Background: an optimization exercise with open tools, aiming at small area. Do not read the settings as production practice. Function was checked by simulation only, so behaviour that the tests miss may differ from the original. Power figures rest on the tool's default switching activity, not on a simulated workload.

==> run G: inputs <==
// exec_controller
module exec_controller #(
    parameter int OPCODE_WIDTH = 15,
    parameter int PC_WIDTH     = 9,
    parameter int STACK_WIDTH  = 255,
    parameter int STACK_DEPTH  = 127
) (
    input  logic                   clk,
    input  logic                   rst,
    input  logic                   run,
    input  logic [OPCODE_WIDTH:0]  rom_data,
    input  logic [STACK_WIDTH:0]   top0,
    input  logic [STACK_WIDTH:0]   top1,
    output logic                   pc_load_sig,
    output logic                   pc_inc_sig,
    output logic [PC_WIDTH:0]      pc_load_val,
    output logic                   stack_push_sig,
    output logic [STACK_WIDTH:0]   stack_push_data,
    output logic [2:0]             stack_pop_sig,
    output logic [7:0]             depth,
    output logic                   halted,
    output logic                   fault
);
    logic [2:0] state_q;
    logic [7:0] depth_q;
    wire [3:0] op = rom_data[15:12];
    wire st_exec  = state_q[1] & ~state_q[2];
    wire st_idle  = ~(state_q[0] | state_q[1] | state_q[2]);
    wire st_fetch = state_q[0];
    wire op_lo    = ~op[3];                           
    wire o_nop    = op == 4'h0;
    wire o_pushi  = op == 4'h1;
    wire o_pop    = op == 4'h2;
    wire o_dup    = op == 4'h3;
  ...
Settings: LEC_CHECK=0, CAP_MARGIN=0, CORE_MARGIN=2, CORE_UTILIZATION=25, CTS_BUF_LIST=sky130_fd_sc_hd__clkbuf_2 sky130_fd_sc_hd__clkbuf_4, GPL_TIMING_DRIVEN=1, SETUP_SLACK_MARGIN=0, SLEW_MARGIN=0; clock period 14.0 ns.
standard.sh (not shown) runs the stock make flow with config.mk's settings and CLKGATE_MAP_FILE= SYNTH_SCRIPT=/design/flow/synth_recipe.tcl, a recipe that flattens the netlist after the stock synthesis.
==> flow/flow/run.sh <==
#!/bin/bash
# Standard ORFS layout, with two changes: the port buffers are the smallest plain buffer
# (buf_1) instead of the delay cell buffer_ports picks by default, and after global routing
# non-critical gates are sized down (power/area recovery).
set -euo pipefail
bash standard.sh \
  BUFFER_PORTS_ARGS="-buffer_cell sky130_fd_sc_hd__buf_1" \
  RECOVER_POWER=100 \
  finish > standard.log 2>&1
==> run R (differences from run G) <==
==> flow/run.sh (new file) <==
#!/bin/bash
# synth_recipe.tcl (not shown) runs the flow's synth.tcl, then flattens the netlist and writes it again
# the make line also repeats each setting of config.mk as NAME=value (left out here)
make -C /OpenROAD-flow-scripts/flow DESIGN_CONFIG=/design/flow/config.mk WORK_HOME=/design/flow/orfs CLKGATE_MAP_FILE= SYNTH_SCRIPT=/design/flow/synth_recipe.tcl finish
Settings changed: CAP_MARGIN 0 to 20, CORE_UTILIZATION 25 to 50, CTS_BUF_LIST sky130_fd_sc_hd__clkbuf_2 sky130_fd_sc_hd__clkbuf_4 to default, GPL_TIMING_DRIVEN 1 to default, SETUP_SLACK_MARGIN 0 to default, SLEW_MARGIN 0 to 20.
removed: flow/flow/run.sh
removed: flow/standard.sh
==> metrics.yaml <==
die:
  initial_core_util_pct: 50.6
  num_rows: 62
  die_h_um: 174
  die_x_um: 174
synth:
  muxShareOfSynthArea_pct: 0.138
  synth_area_mm2: 0.0145
  synthCells: 1741
  synth_xor_xnor_area_share_pct: 2.36
  synth_flop_cell: "dfrtp_1"
  yosysMostFrequentCell: "nand2_1"
  ys_types: 61
  async_flop_share_pct: 100
  synth-adder-area-share_pct: 52.8
run_status:
  firstError: "[ERROR PPL-0024] Number of IO pins (813) exceeds maximum number of available positions (624). Increase the die perimeter from 697.04um to 1105.68um."
  outcome: "aborted with a tool error"
  failing_step: "I/O pin placement (3_2_place_iop)"
That was run R.
==> metrics.yaml <==
synth:
  ys_types: 61
  synth_area_mm2: 0.0145
  synth_flop_cell: "dfrtp_1"
  muxShareOfSynthArea_pct: 0.138
  yosysMostFrequentCell: "nand2_1"
  synthCells: 1741
run_status:
  outcome: "complete, no violations"
die:
  num_rows: 88
That was run G.


==> exp/indigo <==
Another version of the RTL of exec_controller (not shown whole).
Settings: LEC_CHECK=0, CAP_MARGIN=10, CORE_MARGIN=2, CORE_UTILIZATION=35, CTS_BUF_LIST=sky130_fd_sc_hd__clkbuf_2 sky130_fd_sc_hd__clkbuf_4, SETUP_SLACK_MARGIN=0, SLEW_MARGIN=10; clock period 14.0 ns.
==> flow/flow/run.sh <==
#!/bin/bash
# Standard ORFS layout, with two changes: Yosys's synth runs without its early generic ABC
# pass (SYNTH_ARGS=-noabc; the full ABC mapping after adder extraction still runs), and the
# port buffers are the smallest plain buffer (buf_1) instead of the delay cell buffer_ports
# picks by default.
set -euo pipefail
bash standard.sh \
  SYNTH_ARGS=-noabc \
  BUFFER_PORTS_ARGS="-buffer_cell sky130_fd_sc_hd__buf_1" \
  finish > standard.log 2>&1
==> exp/juniper (differences from exp/indigo) <==
==> flow/flow/run.sh (replaced) <==
#!/bin/bash
# Standard ORFS layout, with three changes: Yosys's synth runs without its early generic ABC
# pass (SYNTH_ARGS=-noabc; the full ABC mapping after adder extraction still runs), the port
# buffers are the smallest plain buffer (buf_1) instead of the delay cell buffer_ports picks by
# default, and after global routing non-critical gates are sized down (power/area recovery).
set -euo pipefail
bash standard.sh \
  SYNTH_ARGS=-noabc \
  BUFFER_PORTS_ARGS="-buffer_cell sky130_fd_sc_hd__buf_1" \
  RECOVER_POWER=100 \
  finish > standard.log 2>&1
--- a/flow/config.mk
+++ b/flow/config.mk
@@ -5,9 +5,9 @@
 export SDC_FILE = /design/flow/constraint.sdc
 export NUM_CORES = 4
 export LEC_CHECK = 0
-export CAP_MARGIN = 10
+export CAP_MARGIN = 0
 export CORE_MARGIN = 2
-export CORE_UTILIZATION = 35
+export CORE_UTILIZATION = 25
 export CTS_BUF_LIST = sky130_fd_sc_hd__clkbuf_2 sky130_fd_sc_hd__clkbuf_4
 export SETUP_SLACK_MARGIN = 0
-export SLEW_MARGIN = 10
+export SLEW_MARGIN = 0
==> notes <==
exp/indigo failed in I/O pin placement. exp/juniper went through all stages and came out clean. In area after synthesis, exp/indigo and exp/juniper do not differ. In synthesized cell count, exp/indigo and exp/juniper do not differ.


==> build 70 <==
RTL: one of the versions met above, not the one the previous note started from.
==> flow/config.mk <==
export PLATFORM = sky130hd
export DESIGN_NAME = exec_controller
export DESIGN_NICKNAME = exec_controller
export VERILOG_FILES = /design/flow/design.v
export SDC_FILE = /design/flow/constraint.sdc
export NUM_CORES = 4
export LEC_CHECK = 0
export CAP_MARGIN = 0
export CORE_MARGIN = 2
export CORE_UTILIZATION = 25
export CTS_BUF_LIST = sky130_fd_sc_hd__clkbuf_2 sky130_fd_sc_hd__clkbuf_4
export SETUP_SLACK_MARGIN = 0
export SLEW_MARGIN = 0
==> flow/constraint.sdc <==
create_clock -name core_clock -period 14.0 [get_ports {clk}]
set_input_delay 2.8000 -clock core_clock [delete_from_list [all_inputs] [get_ports {clk}]]
set_output_delay 2.8000 -clock core_clock [all_outputs]
set_load 0.01 [all_outputs]
==> flow/flow/run.sh <==
#!/bin/bash
# Standard ORFS layout, with two changes: the port buffers are the smallest plain buffer
# (buf_1) instead of the delay cell buffer_ports picks by default, and after global routing
# non-critical gates are sized down (power/area recovery).
set -euo pipefail
bash standard.sh \
  BUFFER_PORTS_ARGS="-buffer_cell sky130_fd_sc_hd__buf_1" \
  RECOVER_POWER=100 \
  finish > standard.log 2>&1
==> build 47 (differences from build 70) <==
==> flow/flow/run.sh (replaced) <==
#!/bin/bash
# Standard ORFS layout, with three changes: Yosys's synth runs without its early generic ABC
# pass (SYNTH_ARGS=-noabc; the full ABC mapping after adder extraction still runs), the port
# buffers are the smallest plain buffer (buf_1) instead of the delay cell buffer_ports picks by
# default, and after global routing non-critical gates are sized down (power/area recovery).
set -euo pipefail
bash standard.sh \
  SYNTH_ARGS=-noabc \
  BUFFER_PORTS_ARGS="-buffer_cell sky130_fd_sc_hd__buf_1" \
  RECOVER_POWER=100 \
  finish > standard.log 2>&1
==> trial 11 (differences from build 70) <==
==> flow/run.sh (new file) <==
#!/bin/bash
# synth_recipe.tcl (not shown) runs the flow's synth.tcl, then flattens the netlist and writes it again
# the make line also repeats each setting of config.mk as NAME=value (left out here)
make -C /OpenROAD-flow-scripts/flow DESIGN_CONFIG=/design/flow/config.mk WORK_HOME=/design/flow/orfs CLKGATE_MAP_FILE= SYNTH_SCRIPT=/design/flow/synth_recipe.tcl finish
==> flow/config.mk (replaced) <==
export PLATFORM = sky130hd
export DESIGN_NAME = exec_controller
export DESIGN_NICKNAME = exec_controller
export VERILOG_FILES = /design/flow/design.v
export SDC_FILE = /design/flow/constraint.sdc
export NUM_CORES = 4
export LEC_CHECK = 0
export CAP_MARGIN = 20
export CORE_MARGIN = 2
export CORE_UTILIZATION = 25
export SETUP_SLACK_MARGIN = 0.3
export SLEW_MARGIN = 20
removed: flow/flow/run.sh
removed: flow/standard.sh
==> notes.md <==
metric	trial 11	build 70	build 47
Fraction of standard cell area in multi-input logic	0.5629	0.7300	0.7397
Combinational share of power	0.895	0.894	0.905
Relative area of clock buffers and inverters in the final design	0.003189	0.001617	0.001661
Number of antenna diodes	15	4	13
Run status	timing/DRC/antenna clean	timing/DRC/antenna clean	failed layout checks
Violated checks	-	-	max-capacitance violations, max-slew violations
Number of cell rows	88	88	87
Buffer count excluding the clock tree in the final layout	922	858	840
Reported leakage power	10.78 nW	7.864 nW	8.198 nW
Minimum setup slack after placement	-0.1729 ns	0.3463 ns	0.1689 ns
Maximum cell stage delay along the critical path	0.61 ns	0.46 ns	0.49 ns
Vias per cell	4.857	4.809	4.875
Clock network fraction of total power	0.043	0.025	0.023
DRC marker count from the first detailed-route iteration	704	914	799
Reported net switching power	0.6154 mW	0.5646 mW	0.6183 mW
Initial standard-cell utilization of the core	0.2522	0.2522	0.2524
Slew @ Worst Pin	1.098 ns	1.174 ns	3.131 ns
Most common cell on crit path	ha_1	fa_1	ha_1
Reg power frac	0.062	0.081	0.072


==> job 8092 <==
exec_controller with an RTL version that a note above also has.
Settings: LEC_CHECK=0, CAP_MARGIN=10, CORE_MARGIN=2, CORE_UTILIZATION=30, CTS_BUF_LIST=sky130_fd_sc_hd__clkbuf_2 sky130_fd_sc_hd__clkbuf_4, SETUP_SLACK_MARGIN=0, SLEW_MARGIN=10; clock period 14.0 ns.
==> flow/flow/run.sh <==
#!/bin/bash
# Standard ORFS layout, with two changes: Yosys's synth runs without its early generic ABC
# pass (SYNTH_ARGS=-noabc; the full ABC mapping after adder extraction still runs), and the
# port buffers are the smallest plain buffer (buf_1) instead of the delay cell buffer_ports
# picks by default.
set -euo pipefail
bash standard.sh \
  SYNTH_ARGS=-noabc \
  BUFFER_PORTS_ARGS="-buffer_cell sky130_fd_sc_hd__buf_1" \
  finish > standard.log 2>&1
==> job 4430: changes against job 8092 <==
CORE_UTILIZATION = 25   (was 30)
PLACE_DENSITY = 0.85   (was default)
==> comparison table <==
|  | job 4430 | job 8092 |
|---|---|---|
| Result of the run | complete, no violations | did not finish |
| Last stage reached | - | 3_2_place_iop |
| EDFF count, synth | 0 | 0 |
| Xor-xnor portion of the synthesized cell area | 0.02508 | 0.02508 |
| Adder and majority gate portion of the synthesized area | 0.5446 | 0.5446 |
| Chip width | 240.4 µm | 219.8 µm |
| Simple logic cell fraction of the synthesized area | 0.2382 | 0.2382 |
| Average footprint of a synthesized cell | 8.410 µm² | 8.410 µm² |
| Count of standard-cell rows | 86 | 79 |
| Yosys top cell area share | 0.3224 | 0.3224 |
| Most common flop cell mapped by yosys | sky130_fd_sc_hd__dfrtp_1 | sky130_fd_sc_hd__dfrtp_1 |
| Sequential area share after synthesis | 0.01970 | 0.01970 |
| Starting utilization of the core area | 0.2531 | 0.3020 |
| Chip height | 240.4 µm | 219.8 µm |
| Synthesized-area fraction occupied by ao, oa, aoi and oai cells | 0.1376 | 0.1376 |
| Number of warnings issued by yosys | 1 | 1 |
| Net count after synthesis | 2665 | 2665 |
| Distinct cell type count after synthesis | 55 | 55 |
| Multiplexer share of the synthesized area | 0.001702 | 0.001702 |
| Library cell occupying the most area in the post-synthesis netlist | sky130_fd_sc_hd__fa_1 | sky130_fd_sc_hd__fa_1 |
| Cell area after synthesis | 0.01397 mm² | 0.01397 mm² |
| Register bit count reported by yosys | 11 | 11 |
| Asr flop ratio synth | 1.000 | 1.000 |
| Library cell with the highest instance count after synthesis | sky130_fd_sc_hd__nand2_1 | sky130_fd_sc_hd__nand2_1 |


==> 09-09 <==
Starting RTL as in the previous note.
export LEC_CHECK = 0
export CAP_MARGIN = 10
export CORE_MARGIN = 2
export CORE_UTILIZATION = 25
export CTS_BUF_LIST = sky130_fd_sc_hd__clkbuf_2 sky130_fd_sc_hd__clkbuf_4
export SETUP_SLACK_MARGIN = 0
export SLEW_MARGIN = 10
create_clock -name core_clock -period 14.0 [get_ports {clk}]
Scripts as last shown in full above: flow/flow/run.sh
==> inputs of 12-22, as changes to 09-09 <==
--- a/flow/config.mk
+++ b/flow/config.mk
@@ -9,5 +9,6 @@
 export CORE_MARGIN = 2
 export CORE_UTILIZATION = 25
 export CTS_BUF_LIST = sky130_fd_sc_hd__clkbuf_2 sky130_fd_sc_hd__clkbuf_4
+export PLACE_DENSITY = 0.45
 export SETUP_SLACK_MARGIN = 0
 export SLEW_MARGIN = 10
==> notes.md <==
- Between 09-09 and 12-22, the lower critical path depth is in 12-22 (gap 1).
- Combinational power: 12-22 is larger than 09-09 (about 0.8%).
- Against 09-09, the non-clock buffer count of 12-22 is lower by 1.
- Worst hold slack: 09-09 is worse than 12-22 (11 ps).
- Core utilization: 12-22 is lower than 09-09 (0.088 points).
- Of 12-22 and 09-09, 09-09 has the higher maximum frequency (gap 0.31%, measured against 09-09).
- In clock skew, 09-09 and 12-22 hardly differ.
- Between 09-09 and 12-22, the lower routed wire length is in 09-09 (gap 7.7%, measured against 12-22).
- Flip-flop and latch count is the same in 09-09 and 12-22.
- Area after synthesis is the same in 09-09 and 12-22.
==> figures <==
metric	12-22	09-09
Final HPWL from detailed placement	65.0 mm	59.2 mm
Transition time of the tightest slew-check pin	837 ps	934 ps
Post-placement cell count	3,161	3,162
First-pass GRT wire length	102 mm	94.8 mm
Power Dens Cells	46.1 nW/um^2	45.7 nW/um^2
Number of global-route vias before repair	15,500	15,300
Worst VDD drop	0.0000221 V	0.0000280 V
ClkCell Share	0.00167	0.00167
Count of filler cells inserted in the layout	6,176	6,076
Share of the clock period used by the worst path after layout	0.964	0.961
Result of the run	finished clean	finished clean
Comb pwr share	0.896	0.895
Shortest clock period the worst path allows after layout	13,490 ps	13,450 ps
Initial antenna violation count	21	29
Maximum single-stage delay on the critical path	460 ps	490 ps
M1 GR Usage	0.288	0.259
Arrival time of the worst setup path	10,690 ps	10,650 ps
Finished Core Util	0.325	0.326
Sequential share of cell area	0.0153	0.0153
Post-layout net count	3,422	3,423
Ratio of routed vias to standard cells	4.76	4.73
Met3 track demand over resource in global routing	0.0403	0.0447


==> run M <==
exec_controller again, from the RTL that the note above started with.
// exec_controller
module exec_controller #(
    parameter int OPCODE_WIDTH = 15,
    parameter int PC_WIDTH     = 9,
    parameter int STACK_WIDTH  = 255,
    parameter int STACK_DEPTH  = 127
) (
    input  logic                   clk,
    input  logic                   rst,
    input  logic                   run,
    input  logic [OPCODE_WIDTH:0]  rom_data,
    input  logic [STACK_WIDTH:0]   top0,
    input  logic [STACK_WIDTH:0]   top1,
    output logic                   pc_load_sig,
    output logic                   pc_inc_sig,
    output logic [PC_WIDTH:0]      pc_load_val,
    output logic                   stack_push_sig,
    output logic [STACK_WIDTH:0]   stack_push_data,
    output logic [2:0]             stack_pop_sig,
    output logic [7:0]             depth,
    output logic                   halted,
    output logic                   fault
);
Settings: LEC_CHECK=0, CAP_MARGIN=0, CORE_MARGIN=2, CORE_UTILIZATION=25, CTS_BUF_LIST=sky130_fd_sc_hd__clkbuf_2 sky130_fd_sc_hd__clkbuf_4, SETUP_SLACK_MARGIN=0, SLEW_MARGIN=0; clock period 14.0 ns.
Scripts as last shown in full above: flow/flow/run.sh
==> run C: changes against run M <==
==> flow/flow/run.sh (replaced) <==
#!/bin/bash
# Standard ORFS layout, with two changes: the port buffers are the smallest plain buffer
# (buf_1) instead of the delay cell buffer_ports picks by default, and after global routing
# non-critical gates are sized down (power/area recovery).
set -euo pipefail
bash standard.sh \
  BUFFER_PORTS_ARGS="-buffer_cell sky130_fd_sc_hd__buf_1" \
  RECOVER_POWER=100 \
  finish > standard.log 2>&1
==> impl_results.md <==
* Most frequent cells in the layout: buf_1, nand2_1, o21ai_0
* Synthesized-area fraction occupied by ao, oa, aoi and oai cells at 13.8%
* Clock network fraction of design power at 2.9%
* Detailed route wirelength on metal3 at 4.78 mm
* Gate power share at 89.5%
* Met1 track demand over resource at 25.9%
* Min cycle time layout at 13.45 ns
* Worst-case hold path end point: state_q[0]$_DFF_PP0_
* Die Span Y at 240 um
* Grt met2 use at 38.0%
* Result of the run: timing/DRC/antenna clean
(the above is from run M)
==> impl_results.md <==
* Detailed route wirelength on metal3 at 5.99 mm
* Clock network fraction of design power at 2.6%
* Result of the run: timing/DRC/antenna clean
* Grt met2 use at 37.1%
* Worst-case hold path end point: state_q[2]$_DFFE_PP0P_
(the above is from run C)

==> separate check: timing with driven ports <==
In the flow no input, the clock included, has a driving cell. The finished layouts below were timed again as built, in two steps.
Step 1 (the two cells are an assumption about what drives the block):
set clk [get_ports {clk}]
set_driving_cell -lib_cell sky130_fd_sc_hd__clkbuf_16 $clk
set_driving_cell -lib_cell sky130_fd_sc_hd__buf_2 [delete_from_list [all_inputs] $clk]
Step 2 also shifts input and output timing later by t, the mid clock arrival at the registers, as if the neighbouring blocks saw the same clock.
Three values: ideal ports, drivers, drivers and shift; two values: the first two.
| run | t, ns | setup WS [ns] | worst data-port slew with drivers (ns) | pins driven straight from the clock port |
|---|---|---|---|---|
| run G | 0.294 | 0.501 / 0.479 / 0.479 | 0.27 | 1 |
| exp/juniper | 0.300 | 0.520 / 0.489 / 0.489 | 0.18 | 1 |
| build 70 | 0.294 | 0.501 / 0.479 / 0.479 | 0.27 | 1 |
| build 47 | 0.295 | 0.461 / 0.415 / 0.415 | 0.28 | 1 |
| trial 11 | 0.289 | 0.637 / 0.603 / 0.603 | 0.22 | 1 |
| job 4430 | 0.304 | 0.335 / 0.303 / 0.303 | 0.19 | 1 |
| 09-09 | 0.301 | 0.548 / 0.519 / 0.519 | 0.18 | 1 |
| 12-22 | 0.310 | 0.507 / 0.461 / 0.461 | 0.14 | 1 |
| run M | 0.301 | 0.548 / 0.519 / 0.519 | 0.18 | 1 |
| run C | 0.293 | 0.283 / 0.253 / 0.253 | 0.20 | 1 |
